Source: an optimization exercise on an open RTL-to-GDS flow (aim: small area, a short achievable clock period and few clock cycles per item). Production flows keep margins and buffers that such runs may drop. Only simulation tests tie the RTL to the original design; equivalence was not proved. Power figures rest on the tool's default switching activity, not on a simulated workload.

==> flow/design.v <==
module partition_engine (
    input  logic        clk,
    input  logic        rst,
    input  logic        cmd_valid,
    output logic        cmd_ready,
    input  logic [7:0]  cmd_op,
    input  logic [31:0] cmd_region,
    input  logic [31:0] cmd_mask,
    input  logic [3:0]  cmd_m1,
    input  logic [3:0]  cmd_m2,
    output logic        rsp_valid,
    input  logic        rsp_ready,
    output logic [2:0]  rsp_status,
    output logic [3:0]  rsp_module_id,
    output logic [4:0]  live_count,
    output logic [15:0] slot_valid,
    output logic        is_structured,
    output logic [11:0] mu_discovery,
    output logic [11:0] mu_execution,
    output logic [11:0] mu_cost,
    output logic        mu_saturated,
    input  logic [3:0]  rd_id,
    output logic [31:0] rd_region
);
    localparam logic [2:0] ST_OK      = 3'd0;
    localparam logic [2:0] ST_FULL    = 3'd1;
    localparam logic [2:0] ST_BAD_ID  = 3'd2;
    localparam logic [2:0] ST_OVERLAP = 3'd3;
    localparam logic [2:0] ST_EMPTY   = 3'd4;
    localparam logic [2:0] ST_ILLEGAL = 3'd5;
    logic [31:0] own_v;
    logic [3:0]  own_id [32];
    logic [5:0] disc_q;
    logic       sat_q;
    always_comb begin
        for (int b = 0; b < 32; b++) rd_region[b] = own_v[b] && (own_id[b] == rd_id);
    end
    logic [12:0] cost_sum;
    assign mu_discovery = {6'b0, disc_q};
    assign cost_sum     = {1'b0, mu_discovery} + {1'b0, mu_execution};
    assign mu_cost      = cost_sum[12] ? 12'hfff : cost_sum[11:0];
    assign mu_saturated = sat_q | cost_sum[12];
    logic accept;
    assign cmd_ready = !rsp_valid || rsp_ready;
    assign accept    = cmd_valid && cmd_ready;
    logic op_new, op_split, op_merge, op_acc;
    assign op_new   = (cmd_op == 8'h00);
    assign op_split = (cmd_op == 8'h01);
    assign op_merge = (cmd_op == 8'h02);
    assign op_acc   = (cmd_op == 8'h05);
    logic [3:0] free_id;
    logic       any_free;
    always_comb begin
        free_id  = '0;
        any_free = 1'b0;
        for (int k = 15; k >= 0; k--) begin
            if (!slot_valid[k]) begin
                free_id  = 4'(k);
                any_free = 1'b1;
            end
        end
    end
    logic [3:0]  sel_id;
    logic [31:0] psel;
    assign sel_id = cmd_op[1] ? cmd_m2 : cmd_m1;
    always_comb begin
        for (int b = 0; b < 32; b++) psel[b] = own_v[b] && (own_id[b] == sel_id);
    end
    logic overlap, region_zero, split_lo, split_hi, m1_live, m2_live;
    assign overlap     = |(cmd_region & own_v);
    assign region_zero = (cmd_region == '0);
    assign split_lo    = |(psel & cmd_mask);
    assign split_hi    = |(psel & ~cmd_mask);
    assign m1_live     = slot_valid[cmd_m1];
    assign m2_live     = slot_valid[cmd_m2];
    logic new_ok, split_ok, merge_ok;
    logic [2:0] status;
    always_comb begin
        status = ST_OK;
        if (op_new) begin
            if (region_zero)    status = ST_EMPTY;
            else if (overlap)   status = ST_OVERLAP;
            else if (!any_free) status = ST_FULL;
        end else if (op_split) begin
            if (!m1_live)                    status = ST_BAD_ID;
            else if (!any_free)              status = ST_FULL;
            else if (!split_lo || !split_hi) status = ST_EMPTY;
        end else if (op_merge) begin
            if (!m1_live || !m2_live || (cmd_m1 == cmd_m2)) status = ST_BAD_ID;
        end else if (!op_acc) begin
            status = ST_ILLEGAL;
        end
    end
    assign new_ok   = op_new && !region_zero && !overlap && any_free;
    assign split_ok = op_split && m1_live && any_free && split_lo && split_hi;
    assign merge_ok = op_merge && m1_live && m2_live && (cmd_m1 != cmd_m2);
    logic        do_new, do_split, do_merge, do_acc, do_add;
    logic [15:0] free_oh, m2_oh;
    logic [5:0]  pop;
    logic [4:0]  live_inc, live_dec;
    logic [7:0]  inc_exec;
    logic [12:0] exec_sum;
    logic        do_exec;
    assign do_new   = accept && new_ok;
    assign do_split = accept && split_ok;
    assign do_merge = accept && merge_ok;
    assign do_acc   = accept && op_acc;
    assign do_add   = do_new || do_split;
    always_comb begin
        for (int k = 0; k < 16; k++) begin
            free_oh[k] = do_add && (free_id == 4'(k));
            m2_oh[k]   = do_merge && (cmd_m2 == 4'(k));
        end
        pop = '0;
        for (int b = 0; b < 32; b++) pop = pop + 6'(own_v[b] || cmd_region[b]);
    end
    assign live_inc = live_count + 5'd1;
    assign live_dec = live_count - 5'd1;
    always_comb begin
        if (cmd_op[2])      inc_exec = {live_count, 3'b000};
        else if (cmd_op[1]) inc_exec = 8'd4;
        else                inc_exec = 8'd32;
    end
    assign exec_sum = {{1'b0, mu_execution[11:2]} + {5'b0, inc_exec[7:2]}, mu_execution[1:0]};
    assign do_exec  = do_split || do_merge || do_acc;
    always_ff @(posedge clk or posedge rst) begin
        if (rst) begin
            rsp_valid     <= 1'b0;
            live_count    <= '0;
            slot_valid    <= '0;
            is_structured <= 1'b0;
            disc_q        <= '0;
            mu_execution  <= '0;
            sat_q         <= 1'b0;
            own_v         <= '0;
        end else begin
            if (cmd_ready) rsp_valid <= cmd_valid;
            if (do_add)        live_count <= live_inc;
            else if (do_merge) live_count <= live_dec;
            slot_valid   <= (slot_valid | free_oh) & ~m2_oh;
            if (do_acc) is_structured <= (live_count >= 5'd2);
            own_v        <= own_v | (cmd_region & {32{do_new}});
            if (do_new) disc_q <= pop;
            if (do_exec) mu_execution <= exec_sum[12] ? 12'hfff : exec_sum[11:0];
            sat_q        <= sat_q | (do_exec && exec_sum[12]);
        end
    end
    logic [3:0]  wr_id;
    logic [31:0] wr;
    assign wr_id = op_merge ? cmd_m1 : free_id;
    assign wr    = (cmd_region & {32{do_new}}) | (psel & ((cmd_mask & {32{do_split}}) | {32{do_merge}}));
    always_ff @(posedge clk) begin
        if (accept) begin
            rsp_status    <= status;
            rsp_module_id <= (merge_ok || new_ok || split_ok) ? wr_id : 4'd0;
        end
        for (int b = 0; b < 32; b++) begin
            if (wr[b]) own_id[b] <= wr_id;
        end
    end
endmodule
==> flow/flow/run.sh <==
#!/bin/bash
# Standard layout with two changes: plain buffers (not delay cells) on the ports, and
# no full-adder cell extraction in synthesis (adders are left to ABC's gate mapping).
export BUFFER_PORTS_ARGS="-buffer_cell sky130_fd_sc_hd__buf_2"
export ADDER_MAP_FILE=
bash standard.sh > standard.log 2>&1
==> flow/standard.sh <==
#!/bin/bash
# synth_recipe.tcl (not shown) runs the flow's synth.tcl, then flattens the netlist and writes it again
# the make line also repeats each setting of config.mk as NAME=value (left out here)
make -C /OpenROAD-flow-scripts/flow DESIGN_CONFIG=/design/flow/config.mk WORK_HOME=/design/flow/orfs CLKGATE_MAP_FILE= SYNTH_SCRIPT=/design/flow/synth_recipe.tcl "${@:-finish}"
==> flow/config.mk <==
export PLATFORM = sky130hd
export DESIGN_NAME = partition_engine
export DESIGN_NICKNAME = partition_engine
export VERILOG_FILES = /design/flow/design.v
export SDC_FILE = /design/flow/constraint.sdc
export NUM_CORES = 4
export LEC_CHECK = 0
export CAP_MARGIN = 20
export CELL_PAD_IN_SITES_DETAIL_PLACEMENT = 1
export CELL_PAD_IN_SITES_GLOBAL_PLACEMENT = 2
export CORE_MARGIN = 2
export CORE_UTILIZATION = 40
export CTS_BUF_LIST = sky130_fd_sc_hd__clkbuf_8 sky130_fd_sc_hd__clkbuf_16
export CTS_CLUSTER_DIAMETER = 100
export CTS_CLUSTER_SIZE = 30
export PLACE_DENSITY = 0.55
export SETUP_SLACK_MARGIN = 4.6
export SLEW_MARGIN = 20
==> flow/constraint.sdc <==
create_clock -name core_clock -period 10.0 [get_ports {clk}]
set_input_delay 2.0000 -clock core_clock [delete_from_list [all_inputs] [get_ports {clk}]]
set_output_delay 2.0000 -clock core_clock [all_outputs]
set_load 0.01 [all_outputs]
==> summary.txt, run 1 <==
* Maximum VDD drop at between 0.0001 and 0.00015 V
* Die Width at approximately 190 um
* FF+latch area at 5880 um2
* Final Cycle Share at 0.536
* Power Dens Cells at 138 nW/um2
* WL per Instance at between 20 and 30 um
* Fin Clk Skew at roughly 0.029 ns
* Pre-antenna DRT Iters at 5
* Fill count at ~3,700
* Async S/R FF share, synth at 0.351
* Top-area cell type share of the netlist area at 0.302
* Placed cells at roughly 1,900
* Worst-path fanout max at 6
* Setup CP Type: input port to output port
* Post-route ant nets at 0
* Sw Ratio at 0.313
* Clock buffer depth at 3
* Netlist Area Pre-Place at about 13,000 um2
* Core area at about 33,000 um2
* First-pass GRT wire length at 73,500 um
* Vias in the first global route at 11,400
* Layout cells sized above 1 at 0.230
* Non-Filler Instances at 1,960
* Initial antenna violation count at 2
* Residual DRC at 0
* Area contributors post-synth: edfxtp_1, dfrtp_1, xnor2_1, xor2_1, nand2_1
* Final Max Slew Viols at 0
* Combinational Power Share at 0.291
* Clock Power Share at 0.280
* Worst-Margin Slew at around 0.93 ns
* H-tree levels at 1
* Drt via density at roughly 5.6
* Post-Syn Instances at ~1,300
* GR Util All Layers at 0.281
* Slew Limit Headroom at 0.379
* Unrepaired setup endpoints after global routing: no
* Post-synth top flop: edfxtp_1
* Rows at 67
* Worst-Skew Late Latency at 0.51 ns
* Pre-CTS WS at a little under 3 ns
* Largest net degree at the start of global routing at 70
* CTS tree: built
* Initial DRC count at a little under 700
* Initial core utilization at 0.403
* Sequential share of the synthesized area at 0.438
* Via count at 11,100
* Fmax at between 150 and 200 MHz
* P&R area growth vs syn at 18.8%
* WP data arrival at about 3.4 ns
* Port Buffers at 181
* Synth unique cells at 62
* Height of the chip at about 190 um
* Tmin final at ~5.4 ns
* Boundary Pins at ~190
* # hold bufs at CTS at 0
* Yosys top cell by area: edfxtp_1
* Startpoint Class: input port
* Root buffer cell: clkbuf_16
* Post-Route WL at roughly 50,000 um
* Global route total overflow at 0
* Total Neg Setup Slack at 0 ns
* Clock-pin slew of the registers on the worst-case setup and hold paths at approximately 0.090 ns
* Hold_ws at 0.470 ns
* Synth warn at 2
* Final WS setup at 4.64 ns
* Setup crit end kind: output port
* Multi-input gate area at 7660 um2
* TritonCTS Buffers at 13
* Setup violations, final at 0
* P_sw at a little under 0.7 mW
* GPL Wtd Cong at 0.871
* WP data required at approximately 8.0 ns
* Fin nets at between 1,500 and 2,000
* Internal at 1.52 mW
* Final Hold Vio Count at 0
* Die Footprint at about 35,000 um2
* Clk sinks at between 200 and 250
* Post-synth EDFFs at 135
* Avg Cell Area, Syn at approximately 10 um2
* FF+latch count, synth at roughly 210
* Max_cap viols at 0
* Worst min path class: register to register
* Seq pwr share at 0.429
* P_leak at approximately 6 nW
* Max stage delay on crit path at roughly 0.45 ns
* Post-detail-place hpwl at about 35,000 um
* Max stage delay cell, worst path: nor4_1
* Outcome: complete, no violations
* Critical path, cell by cell: buf_2 > buf_12 > buf_12 > xnor2_1 > nand2_1 > nor4_1 > buf_2
==> state kept, by name, summed over array words and instances (netlist names) <==
| register | cells |
|---|---|
| disc_q | 6 |
| live_count | 5 |
| sat_q | 1 |
| rsp_module_id | 4 |
| mu_execution | 11 |
| rsp_valid | 1 |
| own_id | 128 |
| own_v | 32 |
| is_structured | 1 |
| slot_valid | 16 |
| rsp_status | 3 |
==> placed cells by master, fill, tap and decap left out, types with 5 or more instances in the layout <==
| master | netlist | layout |
|---|---|---|
| and2_1 | 8 | 8 |
| mux4_2 | 8 | 8 |
| inv_1 | 25 | 25 |
| conb_1 | 1 | 6 |
| xor2_1 | 123 | 123 |
| nand3_1 | 38 | 38 |
| edfxtp_1 | 135 | 135 |
| a21boi_0 | 11 | 11 |
| nor2b_1 | 7 | 7 |
| buf_12 | 0 | 10 |
| o21ai_0 | 48 | 13 |
| dfrtp_1 | 73 | 72 |
| maj3_2 | 4 | 8 |
| nand2b_1 | 41 | 41 |
| maj3_1 | 17 | 13 |
| nor4_1 | 74 | 49 |
| xnor2_1 | 186 | 184 |
| buf_4 | 7 | 16 |
| nor2_1 | 68 | 65 |
| a31oi_1 | 14 | 14 |
| nand3b_1 | 25 | 25 |
| o21ai_2 | 0 | 33 |
| a22oi_1 | 18 | 17 |
| nor3_1 | 12 | 12 |
| nor4_2 | 0 | 22 |
| nand2_1 | 156 | 154 |
| a21oi_1 | 76 | 75 |
| o2111ai_1 | 11 | 8 |
| o21a_1 | 7 | 7 |
| nand4_1 | 17 | 17 |
| mux2_2 | 8 | 8 |
| buf_2 | 12 | 180 |
| xnor3_1 | 6 | 5 |
| clkbuf_16 | 0 | 14 |
==> path summary, 6_finish.rpt <==
kind / from / to / slack (ns) / depth (start not counted)
worst max-delay path: rd_id[1] / rd_region[3] / 4.64 / 7
worst min-delay path: sat_q / sat_q / 0.47 / 1
worst max register to register: own_v[12] / disc_q[5] / 5.81 / 11
worst min register to register: sat_q / sat_q / 0.47 / 1
max in group asynchronous: rst / mu_execution[0] / 7.67 / 3
min in group asynchronous: rst / mu_execution[7] / 1.36 / 2
==> what timing repair did <==
action	CTS	global route
cloned	0	1
setup endpoints to repair	190	165
buffers inserted	6	6
gates resized for setup	36	70
pin swaps	0	4
==> routing by layer <==
| metal | share of wire | GRT usage |
|---|---|---|
| met3 | 0.063 | 0.0493 |
| met4 | 0.018 | 0.0580 |
| met2 | 0.46 | 0.444 |
| met5 | 0.00024 | 0 |
| met1 | 0.46 | 0.405 |
==> cells in the mapped netlist (3+ instances only) <==
cell and count:
xnor3_1 6, nand4_1 17, a21boi_0 11, or2_2 4
xnor2_1 186, buf_1 14, inv_1 25, nor3_1 12
a21o_1 3, o22ai_1 4, o211ai_1 3, buf_4 7
nor4_1 74, and2_1 8, a31oi_1 14, clkbuf_1 31
dfrtp_1 73, xor2_1 123, buf_2 12, o2111ai_1 11
a21oi_1 76, nor3b_1 4, mux2i_1 7, edfxtp_1 135
o21a_1 7, mux2_2 8, xor3_1 3, a22oi_1 18
nand3b_1 25, nand2_1 156, mux4_2 8, nand2b_1 41
nand3_1 38, o21ai_0 48, maj3_1 17, maj3_2 4
nor2_1 68, nor2b_1 7
==> critical path: cells and delay by family <==
family | cells | cell delay, ns
buf+inv | 4 | 0.67
simple gates | 2 | 0.55
xor+xnor | 1 | 0.14
==> power groups by stage <==
| stage | clock [mW] | sequential, mW | combinational [mW] |
|---|---|---|---|
| 2_1_floorplan | 0 | 0.955 | 0.472 |
| 3_3_place_gp | 0 | 0.965 | 0.610 |
| 3_5_place_dp | 0 | 0.965 | 0.617 |
| 4_1_cts | 0.636 | 0.946 | 0.631 |
| 5_1_grt | 0.664 | 0.949 | 0.704 |
| 6_report | 0.619 | 0.947 | 0.642 |
==> metrics by stage <==
step | cell area (um2) | total power, mW | util
3_5_place_dp | 14800 | 1.58 | 0.446
6_report | 16000 | 2.21 | 0.479
5_1_grt | 16000 | 2.32 | 0.479
3_3_place_gp | 14800 | 1.58 | 0.446
4_1_cts | 15500 | 2.21 | 0.466
2_1_floorplan | 13400 | 1.43 | -
==> area by class of cell <==
| cell class | instances | share of cell area |
|---|---|---|
| Clock inverter | 7 | 0.00682 |
| Timing Repair Buffer | 211 | 0.0817 |
| Tap cell | 448 | 0.0351 |
| Clock buffer | 14 | 0.0213 |
| Antenna cell | 1 | 0.000157 |
| Multi-Input combinational cell | 1046 | 0.480 |
| Inverter | 25 | 0.00596 |
| Sequential cell | 208 | 0.369 |
==> cells by family (layout without fill, tap and decap cells) <==
kind of cell	Yosys count	count (layout)	share of synthesized area
buffers and inverters	89	257	0.0280
muxes	23	23	0.0254
DFF	208	208	0.438
other	1	7	0.000279
AOI/OAI and AO/OA	210	210	0.0956
xor gates and xnor gates	322	322	0.223
adders and majority gates	21	21	0.0160
and+or+nand+nor	464	464	0.174
Testbench counts, summed over its fixed seeds: cycles 4,832, items 4,800.
==> inputs of run 2 (changes only) <==
--- a/flow/config.mk
+++ b/flow/config.mk
@@ -14,5 +14,5 @@
 export CTS_CLUSTER_DIAMETER = 100
 export CTS_CLUSTER_SIZE = 30
 export PLACE_DENSITY = 0.55
-export SETUP_SLACK_MARGIN = 4.6
+export SETUP_SLACK_MARGIN = 5.0
 export SLEW_MARGIN = 20
==> summary.txt, run 2 <==
* Most frequent cells after synthesis: xnor2_1, nand2_1, edfxtp_1
* Maximum VDD drop at 0.000123 V
* R2R setup slack at approximately 6 ns
* Post-detail-place hpwl at 35,400 um
* Worst Setup SP: rd_id[1]
* Post-Syn Instances at 1,338
* Ant. Diodes at 0
* P&R area growth vs syn at 34.6%
* Max stage delay on crit path at approximately 0.42 ns
* Pre-antenna DRT Iters at 5
* GPL Wtd Cong at between 0.8 and 0.9
* Yosys top cell by area: edfxtp_1
* Top delay family on crit path: buffers and inverters
* Clock-pin slew of the registers on the worst-case setup and hold paths at roughly 0.1 ns
* Unrepaired setup endpoints after global routing: yes
* Via count at 12,000
* Post-route ant nets at 0
* Synth warn at 2
* Port Buffers at ~180
* Height of the chip at roughly 190 um
* Initial DRC count at around 950
* Setup CP Type: input port to output port
* H-tree levels at 1
* Layout cells sized above 1 at 0.344
* # hold bufs at CTS at 0
* Area contributors post-synth: edfxtp_1, dfrtp_1, xnor2_1, xor2_1, nand2_1
* Final Hold Vio Count at 0
* RR Startpoint: own_v[18]
* Sequential share of the synthesized area at 0.438
* Initial core utilization at 0.403
* GR Util All Layers at 0.297
* WP buf/inv at 4
* Clock buffer depth at 3
* First-pass GRT wire length at between 70,000 and 80,000 um
* Setup violations, final at 0
* Clk sinks at between 200 and 250
* Max stage delay cell, worst path: nor4_4
* Synth unique cells at 62
* Die Footprint at between 30,000 and 40,000 um2
* Fin util at 0.543
* Tmin final at roughly 5.3 ns
* Avg Cell Area, Syn at ~10 um2
* Fmax at 190 MHz
* WP data required at 8.00 ns
* Largest net degree at the start of global routing at 51
* FF+latch count, synth at about 210
* Slew Limit Headroom at 0.395
* Vias in the first global route at between 10,000 and 15,000
* Async S/R FF share, synth at 0.351
* Post-synth EDFFs at about 140
* Die Width at 187 um
* Power, Total at between 2 and 2.5 mW
* Worst-path fanout max at 6
* Drt via density at roughly 5.8
* Fin Clk Skew at 0.0309 ns
* Root buffer cell: clkbuf_16
* TritonCTS Buffers at 13
* Register with the highest flop count: own_id
* Top-area cell type share of the netlist area at 0.302
* Critical path, cell by cell: buf_8 > buf_12 > buf_8 > xnor2_2 > nand2_1 > nor4_4 > buf_2
* Total Neg Setup Slack at 0 ns
* Residual DRC at 0
* Initial antenna violation count at 0
* Outcome: complete, no violations
* Global route total overflow at 0
* Worst min path class: register to register
* Netlist Area Pre-Place at around 13,000 um2
* Boundary Pins at about 190
* WL per Instance at approximately 27 um
* Hold Startpoint: sat_q
* Worst-Margin Slew at ~0.90 ns
* Final Cycle Share at 0.526
* Fin nets at ~1,700
* Power Dens Cells at about 140 nW/um2
* Top Registers: own_id (128), own_v (32), slot_valid (16)
* Startpoint Class: input port
* Worst-Skew Late Latency at between 0.5 and 0.6 ns
* Post-Route WL at between 50,000 and 60,000 um
* Rows at 67
* Final Max Slew Viols at 0
* CTS tree: built
* Most common cell after layout, fill and taps aside: xnor2_1
* P_leak at just under 7 nW
* Cell with the most instances on the worst path: buf_8
* Setup crit end kind: output port
* Most frequent cells in the layout: xnor2_1, buf_2, nand2_1
* Max_cap viols at 0
* Max reg flops at around 130
* Top-count cell post-synth: xnor2_1
* Post-synth top flop: edfxtp_1
* Core area at between 30,000 and 40,000 um2
* WP data arrival at approximately 3.3 ns
* Hold_ws at 0.472 ns
run 2: cell types whose count changed in the layout (fill, tap and decap cells not counted), sizes merged:
cell,previous run,this run
clkbuf,16,22
clkinvlp,0,1
clkinv,1,2
bufbuf,0,1
buf,209,307
nor2,69,70
diode,1,0
run 2: repair_timing:
item / in CTS / in global routing
resized for setup: 154 / 107
pin swaps: 43 / 64
gates cloned: 8 / 6
endpoints found under the hold margin: 0 / 0
endpoints found under the setup margin: 214 / 197
buffers inserted: 50 / 57
run 2: report_power, final:
group / switching, mW / internal [mW] / total (mW)
Combinational: 0.413 / 0.474 / 0.887
Clock: 0.352 / 0.291 / 0.643
Sequential: 0.0266 / 0.922 / 0.949
Total: 0.792 / 1.69 / 2.48
run 2: cell type report:
type                    count  area [um2]
inverters                  25        95.1
multi-input cells        1047        8360
clock buffers              13         325
well taps                 448         561
repair buffers            317        2700
fillers                  3643       15200
clock inverters             9         145
flip-flops and latches    208        5880
run 2: through the flow:
step	setup WS [ns]	cell area [um2]	instances
floorplan	4.74	13800	1343
global placement	3.14	15100	1924
detailed placement	3.07	15100	1924
CTS	4.85	16900	2004
global route	4.74	18100	2067
finish	4.74	18100	2067
run 2: worst paths after layout:
check / to / cells after the start
setup / recovery: rd_region[24] / 7
max in group asynchronous: own_v[22] / 3
hold reg to reg: sat_q / 1
hold / removal: sat_q / 1
setup reg to reg: disc_q[5] / 12
min in group asynchronous: live_count[4] / 2
run 2: kinds of logic (layout without fill, tap and decap cells):
group,count (synthesis),in the layout,synth area share
AOI/OAI and AO/OA,210,210,0.0956
xor gates and xnor gates,322,322,0.223
adders and majority gates,21,21,0.0160
buffers and inverters,89,364,0.0280
DFF,208,208,0.438
muxes,23,23,0.0254
other,1,6,0.000279
and+or+nand+nor,464,465,0.174
run 2: layer usage:
metal,up-vias,global-route usage,share of wire
met1,6143,0.423,0.44
met5,-,0,0
met3,89,0.0379,0.065
met2,477,0.480,0.46
met4,0,0.0784,0.031
li1,5275,-,-
==> inputs of run 3 (changes only) <==
--- a/flow/config.mk
+++ b/flow/config.mk
@@ -13,6 +13,7 @@
 export CTS_BUF_LIST = sky130_fd_sc_hd__clkbuf_8 sky130_fd_sc_hd__clkbuf_16
 export CTS_CLUSTER_DIAMETER = 100
 export CTS_CLUSTER_SIZE = 30
+export GPL_TIMING_DRIVEN = 0
 export PLACE_DENSITY = 0.55
-export SETUP_SLACK_MARGIN = 5.0
+export SETUP_SLACK_MARGIN = 4.8
 export SLEW_MARGIN = 20
==> summary.txt, run 3 <==
* Outcome: complete, no violations
* First-pass GRT wire length at about 73,000 um
* Vias in the first global route at ~11,000
* Register with the highest flop count: own_id
* Worst-path fanout max at 10
* Post-synth top flop: edfxtp_1
* GR Util All Layers at 0.279
* P_sw at 0.694 mW
* Sequential share of the synthesized area at 0.438
* GPL Wtd Cong at 0.908
* # hold bufs at CTS at 0
* Combinational Power Share at 0.314
* WL per Instance at 24.4 um
* Die Footprint at between 30,000 and 40,000 um2
* Final Max Slew Viols at 0
* Yosys top cell by area: edfxtp_1
* Power, Total at between 2 and 2.5 mW
* DP Area at ~15,000 um2
* Max reg flops at about 130
* FF-to-FF End: disc_q[5]
* Sw Ratio at 0.316
* Worst-Margin Slew at a little over 1 ns
* Initial antenna violation count at 1
* Worst-Skew Late Latency at 0.51 ns
* Via count at approximately 11,000
* Layout cells sized above 1 at 0.263
* Internal at approximately 1.5 mW
* WP data arrival at about 3.2 ns
* RR Startpoint: own_v[20]
* Clock buffer depth at 3
* Top Registers: own_id (128), own_v (32), slot_valid (16)
* Post-Route WL at around 49,000 um
* Clock Power Share at 0.258
* Pre-antenna DRT Iters at 5
* Global route total overflow at 0
* P&R area growth vs syn at 23.3%
* Worst min path class: register to register
* Clock-pin slew of the registers on the worst-case setup and hold paths at around 0.1 ns
* Final Cycle Share at 0.520
* Startpoint Class: input port
* Setup CP Type: input port to output port
* Fin Clk Skew at 0.0337 ns
* Most common cell after layout, fill and taps aside: xnor2_1
* Top-area cell type share of the netlist area at 0.302
* Post-detail-place hpwl at between 30,000 and 40,000 um
* Top-count cell post-synth: xnor2_1
* Async S/R FF share, synth at 0.351
* Path depth of the worst reg2reg path at 12
* Core area at around 33,000 um2
* Fin nets at 1,658
* Worst setup path endpoint: rd_region[5]
* FF+latch count, synth at roughly 210
* Drt via density at 5.58
* Port Buffers at approximately 170
* CTS tree: built
* Post-Syn Instances at about 1,300
* Initial core utilization at 0.403
* Maximum VDD drop at about 0.000095 V
* Setup crit end kind: output port
* Initial DRC count at 950
* Rows at 67
* Tmin final at 5.20 ns
* Most frequent cells in the layout: xnor2_1, buf_2, nand2_1
* Die Width at roughly 190 um
* WP data required at 8.00 ns
* Final Hold Vio Count at 0
* Total Neg Setup Slack at 0 ns
* Post-route ant nets at 0
* Unrepaired setup endpoints after global routing: yes
* Synth warn at 2
* Worst Setup SP: rd_id[1]
* Power Dens Cells at around 130 nW/um2
* Design area at about 17,000 um2
* Clk sinks at 208
* Max_cap viols at 0
* Seq pwr share at 0.427
* TritonCTS Buffers at 12
* Netlist Area Pre-Place at between 10,000 and 15,000 um2
* H-tree levels at 1
* R2R setup slack at between 5 and 6 ns
* Most frequent cells after synthesis: xnor2_1, nand2_1, edfxtp_1
* Height of the chip at about 190 um
* Root buffer cell: clkbuf_16
* Fmax at between 150 and 200 MHz
* P_leak at between 6 and 7 nW
* Setup violations, final at 0
* Largest net degree at the start of global routing at between 40 and 50
* Synth unique cells at just over 60
* Boundary Pins at roughly 190
* Avg Cell Area, Syn at approximately 10 um2
* Residual DRC at 0
* Slew Limit Headroom at 0.316
* Area contributors post-synth: edfxtp_1, dfrtp_1, xnor2_1, xor2_1, nand2_1
* Post-synth EDFFs at 135
-- run 3: metrics by stage --
step / util / setup WS [ns] / instances / hold slack, ns
2_1_floorplan: - / 4.74 / 1343 / 0.425
3_3_place_gp: 0.449 / 1.81 / 1964 / 0.444
3_5_place_dp: 0.455 / 2.73 / 1971 / 0.451
4_1_cts: 0.488 / 4.80 / 2009 / 0.476
5_1_grt: 0.497 / 4.73 / 2025 / 0.513
6_report: 0.497 / 4.80 / 2025 / 0.472
-- run 3: cell type report --
| cell class | count | area [um2] |
|---|---|---|
| Clock buffer | 13 | 325 |
| Clock inverter | 7 | 65.1 |
| Buffer | 64 | 527 |
| Fill cell | 3679 | 16700 |
| Tap cell | 448 | 561 |
| Inverter | 25 | 96.3 |
| Antenna cell | 1 | 2.50 |
| Sequential cell | 208 | 5880 |
| Multi-Input combinational cell | 1046 | 7780 |
| Timing Repair Buffer | 213 | 1310 |
-- run 3: how the worst min path moves through the flow --
stage / slack, ns / from / end / cells past startpoint
finish: 0.47 / sat_q / sat_q / 1
global route: 0.51 / sat_q / sat_q / 1
detailed placement: 0.45 / sat_q / sat_q / 1
CTS: 0.48 / sat_q / sat_q / 1
floorplan: 0.42 / sat_q / sat_q / 1
global placement: 0.44 / sat_q / sat_q / 1
-- run 3: layer usage --
metal / global-route usage / share of wire
met5: 0 / 0
met1: 0.406 / 0.47
met2: 0.451 / 0.46
met3: 0.0306 / 0.055
met4: 0.0525 / 0.017
-- run 3: cells by family after synthesis --
kind of cell,share of synthesized area
AND/OR/NAND/NOR,0.174
adder cells (fa/ha/maj),0.0160
buffers and inverters,0.0280
XOR/XNOR,0.223
flip-flops,0.438
multiplexers,0.0254
other,0.000279
AO/OA/AOI/OAI,0.0956
-- run 3: power by group through the flow --
stage,clock network (mW),logic (mW),registers (mW)
2_1_floorplan,0,0.470,0.955
3_3_place_gp,0,0.619,0.959
3_5_place_dp,0,0.631,0.958
4_1_cts,0.582,0.675,0.940
5_1_grt,0.607,0.752,0.942
6_report,0.568,0.691,0.940
-- run 3: worst max-delay path, cell delays in order --
cell and delay, ns:
clkbuf_2 0.20, buf_4 0.29, xnor2_1 0.15, nand2_1 0.08
nor4_2 0.27, buf_2 0.20
-- run 3: repair_timing --
action	CTS	global route
pin swaps	9	20
endpoints found under the setup margin	210	176
setup buffers	18	15
resized for setup	156	49
==> inputs of run 4 (changes only) <==
--- a/flow/config.mk
+++ b/flow/config.mk
@@ -13,7 +13,6 @@
 export CTS_BUF_LIST = sky130_fd_sc_hd__clkbuf_8 sky130_fd_sc_hd__clkbuf_16
 export CTS_CLUSTER_DIAMETER = 100
 export CTS_CLUSTER_SIZE = 30
-export GPL_TIMING_DRIVEN = 0
 export PLACE_DENSITY = 0.55
-export SETUP_SLACK_MARGIN = 4.8
+export SETUP_SLACK_MARGIN = 4.9
 export SLEW_MARGIN = 20
==> summary.txt, run 4 <==
* Outcome: complete, no violations
* Synth Area in Adders at 0.0160
* Maximum VDD drop at between 0.0002 and 0.00025 V
* Post-route ant nets at 0
* Drt via density at between 5 and 6
* Boundary Pins at approximately 190
* Critical path, cell by cell: buf_6 > buf_12 > buf_12 > xor2_1 > nor4_4 > buf_2
* Tmin final at 5.21 ns
* Fmax at around 190 MHz
* # hold bufs at CTS at 0
* Worst-Margin Slew at between 0.9 and 1 ns
* Final Hold Vio Count at 0
* Most frequent cells after synthesis: xnor2_1, nand2_1, edfxtp_1
* Worst-path fanout max at 6
* Post-synthesis xor/xnor area fraction at 0.223
* Largest family of logic cells by synthesized area: XOR/XNOR gates
* Yosys top cell by area: edfxtp_1
* Post-Route WL at about 54,000 um
* Root buffer cell: clkbuf_16
* Top Registers: own_id (128), own_v (32), slot_valid (16)
* Setup violations, final at 0
* Pre-antenna DRT Iters at 5
* WP data required at 8.00 ns
* TritonCTS Buffers at 13
* Worst-Skew Late Latency at 0.52 ns
* Die Width at between 150 and 200 um
* Internal at 1.63 mW
* P_leak at 6.69 nW
* DP Area at 14,900 um2
* Post-synth EDFFs at approximately 140
* WL per Instance at 26.2 um
* Sw Ratio at 0.317
* Post-synthesis mux area share at 0.0254
* Clock buffer depth at 3
* H-tree levels at 1
* Synth warn at 2
* Avg Cell Area, Syn at roughly 10 um2
* Clock-pin slew of the registers on the worst-case setup and hold paths at 0.09 ns
* Total Neg Setup Slack at 0 ns
* Setup CP Type: input port to output port
* Layout cells sized above 1 at 0.325
* Register with the highest flop count: own_id
* Residual DRC at 0
* Top-area cell type share of the netlist area at 0.302
* Post-detail-place hpwl at about 36,000 um
* Core area at between 30,000 and 40,000 um2
* Global route total overflow at 0
* Max_cap viols at 0
* Async S/R FF share, synth at 0.351
* Fin nets at 1,686
* Sequential share of the synthesized area at 0.438
* CTS tree: built
* Top-count cell post-synth: xnor2_1
* Worst min path class: register to register
* Clk sinks at about 210
* Unrepaired setup endpoints after global routing: yes
* P&R area growth vs syn at 31.1%
* Clock Power Share at 0.253
* Max reg flops at 128
* Height of the chip at around 190 um
* Power, Total at 2.39 mW
* Rows at 67
* Synth unique cells at a little over 60
* GPL Wtd Cong at approximately 0.84
* Post-synth top flop: edfxtp_1
* Combinational Power Share at 0.349
* Largest net degree at the start of global routing at a little over 50
* Initial core utilization at 0.403
* Initial DRC count at just under 900
* Final WS setup at ~4.8 ns
* Pre-CTS WS at about 3.4 ns
* GR Util All Layers at 0.292
* Die Footprint at 35,000 um2
* FF+latch count, synth at roughly 210
* WP data arrival at 3.21 ns
* Most frequent cells in the layout: buf_2, xnor2_1, nand2_1
* Fin Clk Skew at approximately 0.046 ns
* Final Max Slew Viols at 0
* Port Buffers at 181
* Area contributors post-synth: edfxtp_1, dfrtp_1, xnor2_1, xor2_1, nand2_1
* Vias in the first global route at 11,700
* Path depth of the worst reg2reg path at 10
* Slew Limit Headroom at 0.390
* Fill count at 3,646
* Final Cycle Share at 0.521
* Hold Crit Depth at 1
* Synth Area in Simple Gates at 0.174
* Design area at ~18,000 um2
* Power Dens Cells at approximately 140 nW/um2
* Via count at between 10,000 and 15,000
* Post-Syn Instances at 1,338
* Max stage delay cell, worst path: nor4_4
* First-pass GRT wire length at 76,100 um
* Initial antenna violation count at 2
* Setup crit end kind: output port
* Seq pwr share at 0.398
* Max stage delay on crit path at 0.42 ns
* P_sw at about 0.76 mW
* Most common cell after layout, fill and taps aside: buf_2
* Startpoint Class: input port
* Netlist Area Pre-Place at 13,400 um2
* Compound-Gate Fraction of Synth Area at 0.0956
* Cell with the most instances on the worst path: buf_12
[run 4: cell types whose count changed in the layout (fill, tap and decap cells not counted), moves of 6 or more]
cell	previous run	this run
xnor2_2	2	15
clkbuf_1	13	0
xnor2_1	184	169
clkbuf_16	13	20
nor4_1	43	20
buf_8	8	2
nor2_4	3	9
buf_4	44	89
nor4_4	5	11
buf_12	6	17
clkbuf_2	11	0
nor4_2	26	43
[run 4: power groups by stage]
stage | clock network, mW | logic [mW] | registers, mW
after floorplan | 0 | 0.471 | 0.955
after global placement | 0 | 0.618 | 0.967
after detailed placement | 0 | 0.626 | 0.967
after CTS | 0.616 | 0.741 | 0.948
after global routing | 0.641 | 0.897 | 0.951
final | 0.604 | 0.834 | 0.950
[run 4: cell type report]
type | instances | area (um2) | share of cell area
Multi-Input combinational cell | 1047 | 8240 | 0.468
Sequential cell | 208 | 5880 | 0.334
Timing Repair Buffer | 303 | 2390 | 0.136
Tap cell | 448 | 561 | 0.0319
Clock buffer | 13 | 325 | 0.0185
Clock inverter | 9 | 100 | 0.00569
Inverter | 25 | 95.1 | 0.00540
Antenna cell | 1 | 2.50 | 0.000142
[run 4: through the flow]
stage               utilization  cells  hold slack [ns]
finish                    0.529   2054            0.484
global route              0.529   2053            0.514
CTS                       0.493   1977            0.490
detailed placement        0.447   1924            0.455
global placement          0.447   1924            0.449
floorplan                     -   1343            0.425
[run 4: cells by family after synthesis]
kind of cell | count (synthesis)
compound gates | 210
xor+xnor | 322
fa+ha+maj | 21
buf+inv | 89
flops | 208
mux | 23
other cells | 1
simple gates | 464
[run 4: worst paths after layout]
path | slack [ns] | from | to
worst max register to register | 5.84 | own_v[12] | disc_q[5]
max in group asynchronous | 7.31 | rst | mu_execution[0]
worst max-delay path | 4.79 | rd_id[2] | rd_region[1]
min in group asynchronous | 1.48 | rst | slot_valid[14]
worst min-delay path | 0.48 | sat_q | sat_q
worst min register to register | 0.48 | sat_q | sat_q
[run 4: repair_timing]
| action | in CTS | in global routing |
|---|---|---|
| buffers inserted | 25 | 69 |
| cloned | 6 | 7 |
| pin swaps | 34 | 55 |
| resized for setup | 151 | 90 |
| setup endpoints to repair | 213 | 190 |
[run 4: worst max-delay path: cells and delay by family]
kind / cells / cell delay (ns)
and+or+nand+nor: 1 / 0.42
buffers and inverters: 4 / 0.60
xor gates and xnor gates: 1 / 0.17
[run 4: per-layer routing]
metal  up-vias  share of wire  global-route usage
met5         -        0.00024                   0
met4         2          0.030              0.0833
met3        89          0.067              0.0490
met2       420           0.47               0.475
met1      5938           0.44               0.404
li1       5261              -                   -
==> inputs of run 5 (changes only) <==
--- a/flow/config.mk
+++ b/flow/config.mk
@@ -14,5 +14,5 @@
 export CTS_CLUSTER_DIAMETER = 100
 export CTS_CLUSTER_SIZE = 30
 export PLACE_DENSITY = 0.55
-export SETUP_SLACK_MARGIN = 4.9
+export SETUP_SLACK_MARGIN = 4.7
 export SLEW_MARGIN = 20
==> summary.txt, run 5 <==
* Outcome: complete, no violations
* Power Dens Cells at around 140 nW/um2
* # hold bufs at CTS at 0
* WP data required at ~8 ns
* Max stage delay on crit path at around 0.48 ns
* Final Hold Vio Count at 0
* Residual DRC at 0
* Fmax at 190 MHz
* Largest net degree at the start of global routing at 44
* Clock buffer depth at 3
* Critical path, cell by cell: buf_2 > buf_12 > xor2_1 > nor4_4 > buf_2
* Port Buffers at around 180
* Area contributors post-synth: edfxtp_1, dfrtp_1, xnor2_1, xor2_1, nand2_1
* Core area at 33,300 um2
* Hold Crit Depth at 1
* FF+latch count, synth at roughly 210
* Worst-Skew Late Latency at around 0.50 ns
* Path depth of the worst reg2reg path at 12
* Max stage delay cell, worst path: nor4_4
* P_leak at about 6 nW
* Cell with the most instances on the worst path: buf_2
* Setup crit end kind: output port
* Boundary Pins at about 190
* WL per Instance at ~25 um
* Initial DRC count at about 920
* Final WS setup at 4.73 ns
* Drt via density at ~5.7
* Fin Clk Skew at between 0.02 and 0.025 ns
* Avg Cell Area, Syn at about 10 um2
* CTS tree: built
* Max reg flops at around 130
* Global route total overflow at 0
* Initial antenna violation count at 2
* Hold_ws at around 0.5 ns
* Layout cells sized above 1 at 0.243
* Sequential share of the synthesized area at 0.438
* First-pass GRT wire length at about 74,000 um
* Synth warn at 2
* Post-synth EDFFs at ~140
* Fill count at 3,732
* Placed cells at between 1,500 and 2,000
* Setup violations, final at 0
* Die Width at around 190 um
* GPL Wtd Cong at between 0.8 and 0.9
* Post-Syn Instances at roughly 1,300
* Root buffer cell: clkbuf_16
* Fin nets at 1,606
* Post-detail-place hpwl at about 36,000 um
* Final Max Slew Viols at 0
* Worst min path class: register to register
* Clk sinks at ~210
* H-tree levels at 1
* Pre-CTS WS at 3.08 ns
* Post-route ant nets at 0
* Pre-antenna DRT Iters at 5
* Unrepaired setup endpoints after global routing: no
* Startpoint Class: input port
* Height of the chip at 187 um
* Post-synth top flop: edfxtp_1
* Final Cycle Share at 0.527
* Worst-path fanout max at 32
* Fin util at 0.480
* Most frequent cells in the layout: buf_2, xnor2_1, nand2_1
* TritonCTS Buffers at 13
* Rows at 67
* Worst-Margin Slew at between 0.9 and 1 ns
* Maximum VDD drop at between 0.0001 and 0.00015 V
* Max_cap viols at 0
* Top-count cell post-synth: xnor2_1
* Tmin final at roughly 5.3 ns
* Total Neg Setup Slack at 0 ns
* Via count at 11,200
* Top-area cell type share of the netlist area at 0.302
* Most frequent cells after synthesis: xnor2_1, nand2_1, edfxtp_1
* Setup CP Type: input port to output port
* Synth unique cells at just over 60
* Netlist Area Pre-Place at 13,400 um2
* Slew Limit Headroom at 0.357
* Register with the highest flop count: own_id
* Die Footprint at approximately 35,000 um2
* WP data arrival at ~3.3 ns
* P&R area growth vs syn at 19.1%
* Clock-pin slew of the registers on the worst-case setup and hold paths at around 0.10 ns
* Async S/R FF share, synth at 0.351
* Yosys top cell by area: edfxtp_1
* Most common cell after layout, fill and taps aside: buf_2
* Top Registers: own_id (128), own_v (32), slot_valid (16)
* Post-Route WL at just over 50,000 um
* Vias in the first global route at 11,500
* GR Util All Layers at 0.285
* Non-Filler Instances at about 2,000
* Initial core utilization at 0.403
[run 5: final timing paths]
check / startpoint / slack, ns / endpoint
setup / recovery: rd_id[2] / 4.73 / rd_region[24]
hold / removal: sat_q / 0.49 / sat_q
setup reg to reg: own_v[16] / 5.87 / disc_q[5]
hold reg to reg: sat_q / 0.49 / sat_q
max in group asynchronous: rst / 7.25 / mu_execution[0]
min in group asynchronous: rst / 1.56 / mu_execution[6]
[run 5: repair_timing]
item / CTS / global route
pin swaps: 0 / 8
endpoints found under the setup margin: 204 / 158
buffers inserted: 18 / 7
resized for setup: 54 / 54
[run 5: logic make-up (layout without fill, tap and decap cells)]
kind of cell             after synthesis  after routing  share of synthesized area
AO/OA/AOI/OAI                        210            210                     0.0956
multiplexers                          23             23                     0.0254
buffers and inverters                 89            270                     0.0280
flip-flops                           208            208                      0.438
other                                  1              7                   0.000279
AND/OR/NAND/NOR                      464            464                      0.174
adder cells (fa/ha/maj)               21             21                     0.0160
XOR/XNOR                             322            322                      0.223
[run 5: layer usage]
layer	wire [um]	GRT usage	vias to the layer above
met5	0	0	-
met4	940	0.0656	0
met3	3670	0.0445	60
met2	23400	0.457	408
met1	22300	0.405	5598
li1	-	-	5091
[run 5: area by class of cell]
class,count,area (um2),area share
flip-flops and latches,208,5880,0.368
multi-input cells,1046,7680,0.481
clock inverters,8,96.3,0.00603
repair buffers,224,1340,0.0838
well taps,448,561,0.0351
inverters,25,95.1,0.00595
diodes,1,2.50,0.000157
clock buffers,13,325,0.0204
[run 5: report_power, final]
group          internal [mW]  switching (mW)
Sequential             0.922          0.0258
Combinational          0.358           0.350
Clock                  0.276           0.325
[run 5: worst max-delay path: cells and delay by family]
family | cells | cell delay (ns)
XOR/XNOR | 1 | 0.17
buffers and inverters | 3 | 0.60
AND/OR/NAND/NOR | 1 | 0.48
[run 5: per-stage QoR]
| step | instance area (um2) | power (mW) |
|---|---|---|
| after floorplan | 13500 | 1.43 |
| after global placement | 14900 | 1.57 |
| after detailed placement | 14900 | 1.59 |
| after CTS | 15700 | 2.20 |
| after global routing | 16000 | 2.36 |
| final | 16000 | 2.26 |
==> inputs of run 6 (changes only) <==
--- a/flow/config.mk
+++ b/flow/config.mk
@@ -5,7 +5,7 @@
 export SDC_FILE = /design/flow/constraint.sdc
 export NUM_CORES = 4
 export LEC_CHECK = 0
-export CAP_MARGIN = 20
+export CAP_MARGIN = 5
 export CELL_PAD_IN_SITES_DETAIL_PLACEMENT = 1
 export CELL_PAD_IN_SITES_GLOBAL_PLACEMENT = 2
 export CORE_MARGIN = 2
@@ -15,4 +15,4 @@
 export CTS_CLUSTER_SIZE = 30
 export PLACE_DENSITY = 0.55
 export SETUP_SLACK_MARGIN = 4.7
-export SLEW_MARGIN = 20
+export SLEW_MARGIN = 5
==> summary.txt, run 6 <==
* Drt via density at between 5 and 6
* TritonCTS Buffers at 13
* Most frequent cells after synthesis: xnor2_1, nand2_1, edfxtp_1
* Max_cap viols at 0
* Initial DRC count at just over 900
* Worst-Margin Slew at slightly below 1 ns
* Worst-Skew Late Latency at roughly 0.5 ns
* Path depth of the worst reg2reg path at 12
* Die Footprint at between 30,000 and 40,000 um2
* Post-detail-place hpwl at roughly 36,000 um
* Tmin final at approximately 5.3 ns
* Pre-antenna DRT Iters at 5
* Setup violations, final at 0
* Cell with the most instances on the worst path: buf_2
* P&R area growth vs syn at 19.1%
* Unrepaired setup endpoints after global routing: no
* Max stage delay on crit path at 0.48 ns
* Netlist Area Pre-Place at between 10,000 and 15,000 um2
* Fin Clk Skew at about 0.021 ns
* Core area at about 33,000 um2
* Total Neg Setup Slack at 0 ns
* FF+latch area at ~5900 um2
* Sequential share of the synthesized area at 0.438
* Max stage delay cell, worst path: nor4_4
* Clock buffer depth at 3
* Post-synth EDFFs at 135
* GR Util All Layers at 0.285
* Top Registers: own_id (128), own_v (32), slot_valid (16)
* WP buf/inv at 3
* Worst-path fanout max at 32
* Avg Cell Area, Syn at 10.0 um2
* H-tree levels at 1
* Hold Crit Depth at 1
* Startpoint Class: input port
* Outcome: complete, no violations
* Async S/R FF share, synth at 0.351
* Slew Limit Headroom at 0.357
* Final Hold Vio Count at 0
* Via count at approximately 11,000
* Top delay family on crit path: buffers and inverters
* Maximum VDD drop at approximately 0.00014 V
* Initial antenna violation count at 2
* Root buffer cell: clkbuf_16
* Initial core utilization at 0.403
* Boundary Pins at between 150 and 200
* DP Area at roughly 15,000 um2
* WP data required at about 8 ns
* Post-route ant nets at 0
* Setup crit end kind: output port
* GPL Wtd Cong at around 0.88
* Setup CP Type: input port to output port
* Vias in the first global route at between 10,000 and 15,000
* P_leak at between 5 and 6 nW
* Max reg flops at 128
* Fmax at 190 MHz
* Clock-pin slew of the registers on the worst-case setup and hold paths at 0.10 ns
* Critical path, cell by cell: buf_2 > buf_12 > xor2_1 > nor4_4 > buf_2
* Final Cycle Share at 0.527
* Yosys top cell by area: edfxtp_1
* Top-area cell type share of the netlist area at 0.302
* WP data arrival at ~3.3 ns
* First-pass GRT wire length at about 74,000 um
* Final Max Slew Viols at 0
* Power Dens Cells at ~140 nW/um2
* Hold_ws at between 0.4 and 0.5 ns
* Area contributors post-synth: edfxtp_1, dfrtp_1, xnor2_1, xor2_1, nand2_1
* Most common cell after layout, fill and taps aside: buf_2
* Height of the chip at 187 um
* Post-Syn Instances at 1,338
* WL per Instance at roughly 25 um
* Fin nets at between 1,500 and 2,000
* Post-synth top flop: edfxtp_1
* Design area at approximately 16,000 um2
* Global route total overflow at 0
* Top-count cell post-synth: xnor2_1
* Synth warn at 2
* Worst min path class: register to register
* Port Buffers at around 180
* Synth unique cells at 62
* Post-Route WL at 50,300 um
* Fill count at about 3,700
* Die Width at between 150 and 200 um
* Register with the highest flop count: own_id
* FF+latch count, synth at between 200 and 250
* Largest net degree at the start of global routing at 44
* Residual DRC at 0
* Rows at 67
* Layout cells sized above 1 at 0.243
* Clk sinks at between 200 and 250
* Levels on crit path at 5
* Most frequent cells in the layout: buf_2, xnor2_1, nand2_1
* CTS tree: built
* Multi-input gate area at between 7000 and 8000 um2
[run 6: layout make-up]
class                      count  share of cell area
timing repair buffer         224              0.0838
sequential                   208               0.368
clock buffer                  13              0.0204
antenna                        1            0.000157
inverter                      25             0.00595
tap                          448              0.0351
clock inverter                 8             0.00603
multi-input combinational   1046               0.481
[run 6: timing repair]
| item | 4_1_cts | 5_1_grt |
|---|---|---|
| hold buffers | 0 | 0 |
| endpoints found under the setup margin | 204 | 158 |
| gates resized for setup | 54 | 54 |
| pin swaps | 0 | 8 |
| hold endpoints to repair | 0 | 0 |
| setup buffers | 18 | 7 |
[run 6: final timing paths]
path / from / endpoint / slack (ns)
hold reg to reg: sat_q / sat_q / 0.49
setup reg to reg: own_v[16] / disc_q[5] / 5.87
max in group asynchronous: rst / mu_execution[0] / 7.25
setup / recovery: rd_id[2] / rd_region[24] / 4.73
min in group asynchronous: rst / mu_execution[6] / 1.56
hold / removal: sat_q / sat_q / 0.49
[run 6: power by group]
group,internal (mW),leakage (nW),switching (mW)
Clock,0.276,0.208,0.325
Sequential,0.922,2.16,0.0258
Combinational,0.358,3.61,0.350
Total,1.56,5.99,0.701
[run 6: logic make-up after synthesis]
| logic type | share of synthesized area |
|---|---|
| and+or+nand+nor | 0.174 |
| buffers and inverters | 0.0280 |
| xor gates and xnor gates | 0.223 |
| adders and majority gates | 0.0160 |
| other | 0.000279 |
| muxes | 0.0254 |
| AOI/OAI and AO/OA | 0.0956 |
| DFF | 0.438 |
[run 6: per-layer routing]
metal  routed length [um]  global-route usage
met1                22300               0.405
met2                23400               0.457
met3                 3670              0.0445
met4                  940              0.0656
met5                    0                   0
[run 6: per-stage QoR]
| step | setup slack (ns) | std cells | power (mW) | utilization |
|---|---|---|---|---|
| 3_3_place_gp | 3.20 | 1926 | 1.57 | 0.447 |
| 6_report | 4.73 | 1973 | 2.26 | 0.480 |
| 5_1_grt | 4.66 | 1973 | 2.36 | 0.480 |
| 3_5_place_dp | 3.08 | 1926 | 1.59 | 0.447 |
| 2_1_floorplan | 4.68 | 1343 | 1.43 | - |
| 4_1_cts | 4.70 | 1965 | 2.20 | 0.472 |
==> inputs of run 7 (changes only) <==
--- a/flow/config.mk
+++ b/flow/config.mk
@@ -5,7 +5,7 @@
 export SDC_FILE = /design/flow/constraint.sdc
 export NUM_CORES = 4
 export LEC_CHECK = 0
-export CAP_MARGIN = 5
+export CAP_MARGIN = 20
 export CELL_PAD_IN_SITES_DETAIL_PLACEMENT = 1
 export CELL_PAD_IN_SITES_GLOBAL_PLACEMENT = 2
 export CORE_MARGIN = 2
@@ -14,5 +14,5 @@
 export CTS_CLUSTER_DIAMETER = 100
 export CTS_CLUSTER_SIZE = 30
 export PLACE_DENSITY = 0.55
-export SETUP_SLACK_MARGIN = 4.7
-export SLEW_MARGIN = 5
+export SETUP_SLACK_MARGIN = 4.8
+export SLEW_MARGIN = 20
==> summary.txt, run 7 <==
* Area contributors post-synth: edfxtp_1, dfrtp_1, xnor2_1, xor2_1, nand2_1
* Initial antenna violation count at 0
* Power, Total at ~2.2 mW
* Residual DRC at 0
* Top-area cell type share of the netlist area at 0.302
* GPL Wtd Cong at around 0.85
* Fmax at 192 MHz
* Yosys top cell by area: edfxtp_1
* Top-count cell post-synth: xnor2_1
* # hold bufs at CTS at 0
* Final Hold Vio Count at 0
* Drt via density at 5.67
* Power Dens Cells at ~140 nW/um2
* Fin Clk Skew at 0.0276 ns
* First-pass GRT wire length at between 70,000 and 80,000 um
* Worst Hold End: sat_q
* Grt met3 use at 0.0304
* Clock buffer depth at 3
* GR Util All Layers at 0.280
* Hold Crit Depth at 1
* P_leak at between 6 and 7 nW
* Worst min path class: register to register
* Register with the highest flop count: own_id
* Async S/R FF share, synth at 0.351
* Maximum VDD drop at ~0.00013 V
* Post-Route WL at 50,400 um
* Global route total overflow at 0
* Worst-Margin Slew at just under 1 ns
* Initial DRC count at slightly below 900
* RR Startpoint: own_v[24]
* Core area at between 30,000 and 40,000 um2
* Path depth of the worst reg2reg path at 12
* Die Width at 187 um
* Most common cell after layout, fill and taps aside: xnor2_1
* Worst-path fanout max at 16
* Setup violations, final at 0
* Worst-Skew Late Latency at 0.50 ns
* Final Cycle Share at 0.522
* Via count at around 11,000
* Placed cells at roughly 1,900
* Pre-antenna DRT Iters at 5
* Hold Startpoint: sat_q
* Synth unique cells at 62
* Post-route ant nets at 0
* Post-Syn Instances at about 1,300
* Synth warn at 2
* Met1 GRT Util at 0.399
* Startpoint Class: input port
* Max_cap viols at 0
* Vias in the first global route at ~11,000
* Most frequent cells after synthesis: xnor2_1, nand2_1, edfxtp_1
* WP data required at 8.00 ns
* Layout cells sized above 1 at 0.254
* Sequential share of the synthesized area at 0.438
* Slew Limit Headroom at 0.335
* Ant. Diodes at 0
* Post-detail-place hpwl at about 36,000 um
* CTS tree: built
* WP data arrival at 3.22 ns
* FF+latch count, synth at between 200 and 250
* Height of the chip at ~190 um
* Netlist Area Pre-Place at 13,400 um2
* Post-synth top flop: edfxtp_1
* Boundary Pins at 188
* Root buffer cell: clkbuf_16
* Initial core utilization at 0.403
* Avg Cell Area, Syn at 10.0 um2
* Largest net degree at the start of global routing at 58
* Fin nets at about 1,600
* Non-Filler Instances at 1,969
* H-tree levels at 1
* Setup CP Type: input port to output port
* Max reg flops at 128
* Met2 Use GR at 0.464
* Setup crit end kind: output port
* Outcome: complete, no violations
* Top Registers: own_id (128), own_v (32), slot_valid (16)
* Die Footprint at 35,000 um2
* Clock-pin slew of the registers on the worst-case setup and hold paths at roughly 0.1 ns
* P&R area growth vs syn at 20.5%
* Tmin final at approximately 5.2 ns
* TritonCTS Buffers at 12
* Clk sinks at roughly 210
* Rows at between 60 and 70
* Final Max Slew Viols at 0
* FF-to-FF End: disc_q[5]
* Total Neg Setup Slack at 0 ns
* Port Buffers at roughly 180
* Unrepaired setup endpoints after global routing: yes
* Fin util at 0.486
* Post-synth EDFFs at roughly 140
* Most used routing layer: met2
* R2R setup slack at around 6 ns
* WL per Instance at ~26 um
* Most frequent cells in the layout: xnor2_1, buf_2, nand2_1
-- run 7: cell counts after synthesis --
No cell type changed its count.
-- run 7: worst max path at each step --
stage	slack, ns	to	start	cells after the start
final	4.78	rd_region[29]	rd_id[2]	5
after global placement	3.41	own_id[31][0]	cmd_op[1]	14
after CTS	4.74	rd_region[24]	rd_id[2]	5
after global routing	4.76	disc_q[5]	cmd_region[26]	13
after detailed placement	3.25	own_id[0][2]	cmd_op[1]	14
after floorplan	4.74	disc_q[5]	cmd_region[24]	12
-- run 7: routing by layer --
layer | wire length [um] | vias to the layer above | share of wire
met3 | 3130 | 56 | 0.062
met5 | 0 | - | 0
met1 | 22800 | 5616 | 0.45
li1 | - | 5104 | -
met2 | 23500 | 391 | 0.47
met4 | 1030 | 0 | 0.020
-- run 7: report_power, final --
part,internal [mW],switching [mW],total (mW)
sequential,0.922,0.0267,0.949
clock,0.270,0.309,0.579
combinational,0.347,0.369,0.716
total,1.54,0.705,2.24
-- run 7: area by class of cell --
cell class	instances	area, um2
Sequential cell	208	5880
Fill cell	3711	17100
Clock buffer	13	325
Clock inverter	7	78.8
Multi-Input combinational cell	1046	7830
Inverter	25	95.1
Timing Repair Buffer	222	1410
Tap cell	448	561
-- run 7: per-stage QoR --
step / worst slack, ns / area, um2 / hold WS [ns]
finish: 4.78 / 16200 / 0.479
CTS: 4.74 / 15900 / 0.486
global route: 4.76 / 16200 / 0.511
floorplan: 4.74 / 13500 / 0.425
detailed placement: 3.25 / 14900 / 0.458
global placement: 3.41 / 14900 / 0.445
-- run 7: critical path, cell delays in order --
cell and delay (ns):
buf_2 0.15, buf_12 0.17, xor2_1 0.16, nor4_1 0.48, buf_2 0.24
-- run 7: cells by family (layout without fill, tap and decap cells) --
kind of cell             after synthesis  in the layout  share of synthesized area
AO/OA/AOI/OAI                        210            210                     0.0956
XOR/XNOR                             322            322                      0.223
adder cells (fa/ha/maj)               21             21                     0.0160
buffers and inverters                 89            267                     0.0280
flip-flops                           208            208                      0.438
multiplexers                          23             23                     0.0254
other                                  1              6                   0.000279
AND/OR/NAND/NOR                      464            464                      0.174
-- run 7: repair_timing --
item / 4_1_cts / 5_1_grt
cloned: 1 / 3
setup buffers: 13 / 6
setup endpoints to repair: 213 / 167
resized for setup: 99 / 35
pin swaps: 8 / 10
==> inputs of run 8 (changes only) <==
==> flow/flow/run.sh (replaced) <==
#!/bin/bash
# Standard layout with three changes: plain buffers (not delay cells) on the ports, no
# full-adder cell extraction in synthesis, and power recovery (downsizing) after global route.
export BUFFER_PORTS_ARGS="-buffer_cell sky130_fd_sc_hd__buf_2"
export ADDER_MAP_FILE=
export RECOVER_POWER=100
bash standard.sh > standard.log 2>&1
==> summary.txt, run 8 <==
* Outcome: complete, but fails checks
* Layout violations: max-capacitance violations, max-slew violations
* Core area at ~33,000 um2
* Fin util at 0.476
* Cell with the most instances on the worst path: clkbuf_1
* Final Cycle Share at 0.733
* Post-Syn Instances at ~1,300
* Slew Limit Headroom at -1.43
* Max_cap viols at 8
* Fin nets at about 1,600
* Async S/R FF share, synth at 0.351
* Clock buffer depth at 3
* Layout cells sized above 1 at 0.181
* Top Registers: own_id (128), own_v (32), slot_valid (16)
* First-pass GRT wire length at between 70,000 and 80,000 um
* Boundary Pins at between 150 and 200
* Final Hold Vio Count at 0
* Setup violations, final at 0
* Tmin final at roughly 7.3 ns
* Global route total overflow at 0
* WP data required at slightly above 10 ns
* GR Util All Layers at 0.280
* Ant. Diodes at 0
* Pre-antenna DRT Iters at 5
* Worst-Margin Slew at 3.65 ns
* Pre-CTS WS at roughly 3.3 ns
* Post-synth top flop: edfxtp_1
* Non-Filler Instances at a little under 2,000
* Die Width at between 150 and 200 um
* Initial antenna violation count at 0
* Top-count cell post-synth: xnor2_1
* Vias in the first global route at between 10,000 and 15,000
* Multi-input gate area at ~7700 um2
* Setup CP Type: input port to register
* Most common cell after layout, fill and taps aside: xnor2_1
* Fmax at 136 MHz
* Initial DRC count at between 800 and 900
* Total Neg Setup Slack at 0 ns
* Hold Startpoint: sat_q
* Worst-Skew Late Latency at just over 0.5 ns
* Sequential share of the synthesized area at 0.438
* Power Dens Cells at 141 nW/um2
* Post-synth EDFFs at about 140
* Avg Cell Area, Syn at 10.0 um2
* Post-Route WL at around 50,000 um
* WL per Instance at ~26 um
* H-tree levels at 1
* Unrepaired setup endpoints after global routing: yes
* Startpoint Class: input port
* Rows at 67
* Final WS setup at around 2.7 ns
* TritonCTS Buffers at 12
* Most frequent cells in the layout: xnor2_1, nand2_1, edfxtp_1
* Post-route ant nets at 0
* Area contributors post-synth: edfxtp_1, dfrtp_1, xnor2_1, xor2_1, nand2_1
* Largest net degree at the start of global routing at a little under 60
* P&R area growth vs syn at 18.0%
* Most frequent cells after synthesis: xnor2_1, nand2_1, edfxtp_1
* Critical path, cell by cell: clkbuf_1 > mux2i_4 > clkbuf_1 > xnor2_1 > nor4_4 > nand3b_1 > o2111ai_1 > nor4_1 > a22oi_2 > nand2_1 > nor2_1 > buf_8 > a21oi_1 > o21ai_2
* Clock-pin slew of the registers on the worst-case setup and hold paths at about 0.1 ns
* Clk sinks at approximately 210
* Synth unique cells at 62
* WP data arrival at 7.51 ns
* Worst Setup SP: cmd_m2[0]
* GPL Wtd Cong at 0.851
* Fin Clk Skew at around 0.028 ns
* P_leak at between 5 and 6 nW
* Top-area cell type share of the netlist area at 0.302
* Drt via density at around 5.6
* Maximum VDD drop at 0.000130 V
* Fill count at about 3,800
* Setup crit end kind: register
* Worst min path class: register to register
* Netlist Area Pre-Place at about 13,000 um2
* CTS tree: built
* Max stage delay on crit path at 2.17 ns
* FF+latch count, synth at between 200 and 250
* Max stage delay cell, worst path: clkbuf_1
* Placed cells at 1,926
* Final Max Slew Viols at roughly 290
* Worst-path fanout max at 33
* Yosys top cell by area: edfxtp_1
* Synth warn at 2
* Die Footprint at 35,000 um2
* RR Startpoint: own_v[14]
* Port Buffers at between 150 and 200
* FF+latch area at between 5000 and 6000 um2
* Residual DRC at 0
* Via count at approximately 11,000
* Root buffer cell: clkbuf_16
* Height of the chip at approximately 190 um
* Max reg flops at 128
* Hold_ws at between 0.4 and 0.5 ns
* Register with the highest flop count: own_id
* Initial core utilization at 0.403
* Post-detail-place hpwl at ~36,000 um
-- run 8: final timing paths --
check                                endpoint  cells after the start  slack, ns
worst min-delay path                    sat_q                      1       0.48
worst min register to register          sat_q                      1       0.48
min in group asynchronous           own_v[29]                      2       1.58
worst max register to register  own_id[19][3]                      9       4.68
max in group asynchronous           own_v[17]                      3       4.53
worst max-delay path            own_id[16][1]                     14       2.67
-- run 8: cell type report --
class | instances | area share
Tap cell | 448 | 0.0354
Clock buffer | 13 | 0.0205
Sequential cell | 208 | 0.371
Timing Repair Buffer | 222 | 0.0772
Clock inverter | 7 | 0.00498
Inverter | 25 | 0.00600
Multi-Input combinational cell | 1046 | 0.485
-- run 8: cell families (layout without fill, tap and decap cells) --
kind of cell	Yosys count	in the layout	synth area share
compound gates	210	210	0.0956
xor+xnor	322	322	0.223
fa+ha+maj	21	21	0.0160
buf+inv	89	267	0.0280
flops	208	208	0.438
mux	23	23	0.0254
other cells	1	6	0.000279
simple gates	464	464	0.174
-- run 8: critical path, delay by kind of cell --
family,cells,cell delay [ns]
XOR/XNOR,1,0.42
AND/OR/NAND/NOR,5,1.12
multiplexers,1,0.25
buffers and inverters,3,2.83
AO/OA/AOI/OAI,4,0.84
-- run 8: per-layer routing --
layer | routed length (um) | up-vias | GRT usage
li1 | - | 5085 | -
met1 | 22800 | 5591 | 0.399
met2 | 23400 | 380 | 0.464
met3 | 3210 | 58 | 0.0304
met4 | 1040 | 0 | 0.0556
met5 | 0 | - | 0
-- run 8: what timing repair did --
action	CTS	global route
hold buffers	0	0
setup buffers	13	6
cloned	1	3
endpoints found under the setup margin	213	167
pin swaps	8	10
gates resized for setup	99	35
-- run 8: metrics by stage --
| stage | cell area, um2 | power, mW |
|---|---|---|
| 2_1_floorplan | 13500 | 1.43 |
| 3_3_place_gp | 14900 | 1.59 |
| 3_5_place_dp | 14900 | 1.60 |
| 4_1_cts | 15900 | 2.21 |
| 5_1_grt | 15800 | 2.33 |
| 6_report | 15800 | 2.24 |
-- run 8: power by group --
part / internal [mW] / total, mW / switching [mW]
clock: 0.270 / 0.580 / 0.309
sequential: 0.922 / 0.949 / 0.0270
combinational: 0.341 / 0.707 / 0.366
total: 1.53 / 2.24 / 0.702

[re-timing with driven ports]
The flow's constraints put no driver on any port. The routed layouts listed below were extracted and timed again, unchanged, in two steps.
Step 1 (the two cells are an assumption about what drives the block):
set clk [get_ports {clk}]
set_driving_cell -lib_cell sky130_fd_sc_hd__clkbuf_16 $clk
set_driving_cell -lib_cell sky130_fd_sc_hd__buf_2 [delete_from_list [all_inputs] $clk]
Step 2 times the ports against the registers' clock, not the clock port: input delays grow and output delays shrink by t, the midpoint of the rising clock arrivals with the driver on.
Slacks: ideal / step 1 / step 2; pairs: ideal / step 1.
| run | shift t [ns] | setup slack, ns | worst setup path after step 2 | slew at the worst register clock pin (ns) |
|---|---|---|---|---|
| run 1 | 0.548 | 4.643 / 4.617 / 4.210 | input to register | 0.11 / 0.11 |
| run 2 | 0.553 | 4.745 / 4.704 / 4.378 | input to register | 0.12 / 0.12 |
| run 3 | 0.545 | 4.799 / 4.772 / 4.350 | input to register | 0.12 / 0.12 |
| run 4 | 0.550 | 4.790 / 4.741 / 4.363 | input to register | 0.11 / 0.11 |
| run 5 | 0.544 | 4.735 / 4.713 / 4.270 | input to register | 0.11 / 0.11 |
| run 6 | 0.544 | 4.735 / 4.713 / 4.270 | input to register | 0.11 / 0.11 |
| run 7 | 0.544 | 4.782 / 4.713 / 4.345 | input to register | 0.11 / 0.11 |
| run 8 | 0.544 | 2.666 / 2.699 / 2.154 | input to register | 0.11 / 0.11 |
For run 8, which loses most, drivers alone change the setup slack by +0.033 ns; drivers and shift together by -0.512 ns.
